Source: an optimization exercise on an open RTL-to-GDS flow (aim: small area, a short achievable clock period and few clock cycles per item). Production flows keep margins and buffers that such runs may drop.
Only simulation tests tie the RTL to the original design; equivalence was not proved.

build 97:
## integer_dct_8x8_2d
module integer_dct_8x8_2d (
  input  logic                                clk,
  input  logic                                rst_n,
  input  logic                                in_valid,
  output logic                                in_stall,
  input  logic [dct2d_pkg::SAMPLE_W-1:0]      in_sample_0,
  input  logic [dct2d_pkg::SAMPLE_W-1:0]      in_sample_1,
  input  logic [dct2d_pkg::SAMPLE_W-1:0]      in_sample_2,
  input  logic [dct2d_pkg::SAMPLE_W-1:0]      in_sample_3,
  input  logic [dct2d_pkg::SAMPLE_W-1:0]      in_sample_4,
  input  logic [dct2d_pkg::SAMPLE_W-1:0]      in_sample_5,
  input  logic [dct2d_pkg::SAMPLE_W-1:0]      in_sample_6,
  input  logic [dct2d_pkg::SAMPLE_W-1:0]      in_sample_7,
  output logic                                out_valid,
  input  logic                                out_stall,
  output logic signed [dct2d_pkg::COEF_W-1:0] out_coef_0,
  output logic signed [dct2d_pkg::COEF_W-1:0] out_coef_1,
  output logic signed [dct2d_pkg::COEF_W-1:0] out_coef_2,
  output logic signed [dct2d_pkg::COEF_W-1:0] out_coef_3,
  output logic signed [dct2d_pkg::COEF_W-1:0] out_coef_4,
  output logic signed [dct2d_pkg::COEF_W-1:0] out_coef_5,
  output logic signed [dct2d_pkg::COEF_W-1:0] out_coef_6,
  output logic signed [dct2d_pkg::COEF_W-1:0] out_coef_7,
  output logic                                out_last_row
);
export LEC_CHECK = 0
export ABC_AREA = 1
export CAP_MARGIN = 20
export CORE_MARGIN = 2
export CORE_UTILIZATION = 65
export CTS_CLUSTER_DIAMETER = 80
export CTS_CLUSTER_SIZE = 30
export SETUP_SLACK_MARGIN = 3.8
export SLEW_MARGIN = 20
create_clock -name core_clock -period 7.5 [get_ports {clk}]
run.sh (not shown) runs the stock make flow with config.mk's settings and CLKGATE_MAP_FILE= SYNTH_SCRIPT=/design/flow/synth_recipe.tcl, a recipe that flattens the netlist after the stock synthesis.
Build 97 | stages: all done | timing, DRC, antenna: all pass
Testbench counts of build 97, summed over its fixed seeds: cycles 2,208, blocks 256.
Relative to build 97, the following input files were edited for build 98:
Settings: CTS_CLUSTER_DIAMETER now 60, was 80; CTS_CLUSTER_SIZE now 25, was 30; SETUP_SLACK_MARGIN now 3.7, was 3.8; CORE_UTILIZATION now 60, was 65.
## What came out
The launching element of the worst setup path comes out u_rp.sd0[17]$_DFFE_PN_ in one run and u_rp.sd3d[17]$_DFFE_PN_ in the other, namely in build 97 and build 98 respectively.
Final cell count for build 98 is higher than for build 97.
Between build 98 and build 97, the count of multi-input combinational gates figures differ only marginally.
Number of buffers added by the clock tree synthesis step in build 98 vs build 97: up 44
For build 98, the capturing element of the worst setup path was u_rp.ep0[54]$_DFFE_PN_, unlike build 97, where it was u_rp.ep0[40]$_DFFE_PN_.
Diff build 97 -> build 98: final period utilization decreased by 1.0 points relative to the old numbers.
The higher setup slack of build 98 and build 97 is in build 98.
diff inputs: build 98 => build 51
Settings: SETUP_SLACK_MARGIN changed from 3.7 to 3.9.
==> comparison <==
The final layout from build 51, which completed every stage, passed the timing, DRC and antenna checks at the end of the flow. Relative to build 98, the number of cells on the critical path measured on build 51 has decreased by a few percent. Build 51 ends up with a number of cells in the finished layout apart from fillers that is about 0.7% higher than in build 98. Summary of build 51 over build 98: via count normalized by instance count rose by about 0.46%; total wirelength of the detailed-routed design picked up an extra 2.2%. The actual slew at the worst max-slew pin in build 51 was higher than what build 98 gave. For the non-clock buffer count, build 51 came in 67 higher than build 98 did. As of build 51, area of all placed cells without fillers had risen slightly compared to build 98. Relative to build 98, number of cells on the worst reg-to-reg path has gone down in build 51.
Relative to build 51, the following input files were edited for build 22:
Settings: changing CTS_CLUSTER_SIZE from 25 to 20; changing CTS_CLUSTER_DIAMETER from 60 to 50; changing CORE_UTILIZATION from 60 to 58; changing SETUP_SLACK_MARGIN from 3.9 to 3.75.
Notes after the runs:
Build 22: all stages complete, timing, DRC and antenna checks passed
Non-clock buffer share of cell area ended up 0.40 points lower on build 22 than on build 51.
Summary of build 22 over build 51: first-pass GRT wire length held.
Input-level comparison between build 30 and build 22:
Settings: changing SETUP_SLACK_MARGIN from 3.75 to 3.7; changing CTS_CLUSTER_DIAMETER from 50 to 60; changing CORE_UTILIZATION from 58 to 60; setting TNS_END_PERCENT to 5 for the first time; changing CTS_CLUSTER_SIZE from 20 to 25.
- Comparing final worst-path cycle share for build 30 and build 22, the smaller number came from build 22.
- Note that the buffer count from post-CTS setup fixing recorded for build 22 amounts to 1.8 times the value seen in build 30.
- Compared with build 22, build 30 instantiates a smaller number of cells.
- | area of the die | build 30 vs build 22 | better |
- Cmp build 30 and build 22 / largest fanout of any net on the critical path / higher: build 30
- Routed wire in build 30 totals more than in build 22.
- From build 30 to build 22, number of cells produced by synthesis did not move at all.
- Changes observed in build 30 relative to build 22: register-to-register slack went down.
Here is what was changed in the inputs of build 33 compared with build 30.
Settings: changing SETUP_SLACK_MARGIN from 3.7 to 3.8.
### Flow results
- Delta (build 33 minus build 30): final critical-path share of the clock period shows a reduction of 0.75 points; worst slack at placement shows no meaningful change; number of cells in the finished layout apart from fillers shows no meaningful change; routed wire length shows no meaningful change; count of non-CTS buffers in the layout shows an increase of 4.
- Delta (build 33 minus build 30): met1 demand-to-capacity share in global routing comparable.
- The end-of-flow core utilization on build 30 is in line with that on build 33.
- Count of clock-buffer cells in the layout: build 33 vs build 30 identical

## re-timing with driven ports
The flow's constraints put no driver on any port. The routed layouts listed below were extracted and timed again, unchanged, in two steps. Step 1: set_driving_cell puts a clkbuf_16 on clk and a buf_2 on each other input, an assumption about the parent block. Step 2, shift: input delay + t, output delay - t, t = (earliest + latest rising clock arrival at the registers) / 2. This alone moves slack from input paths to output paths. Three values: no drivers, after step 1, after step 2; two values: the first two.
run	t (ns)	setup slack, ns	worst setup path at the end	worst slew at a driven data input, ns
build 97	0.822	3.617 / 3.617 / 3.145	input to register	0.06
build 98	0.845	3.692 / 3.692 / 3.117	input to register	0.06
build 51	0.857	3.706 / 3.706 / 3.274	input to register	0.06
build 22	0.875	3.683 / 3.683 / 3.112	input to register	0.06
build 30	0.849	3.611 / 3.611 / 3.013	input to register	0.06
build 33	0.849	3.668 / 3.668 / 3.056	input to register	0.06
After both steps every run listed still meets setup and hold. For build 33, which loses most, drivers alone change the setup slack by 0.000 ns; drivers and shift together by -0.612 ns.
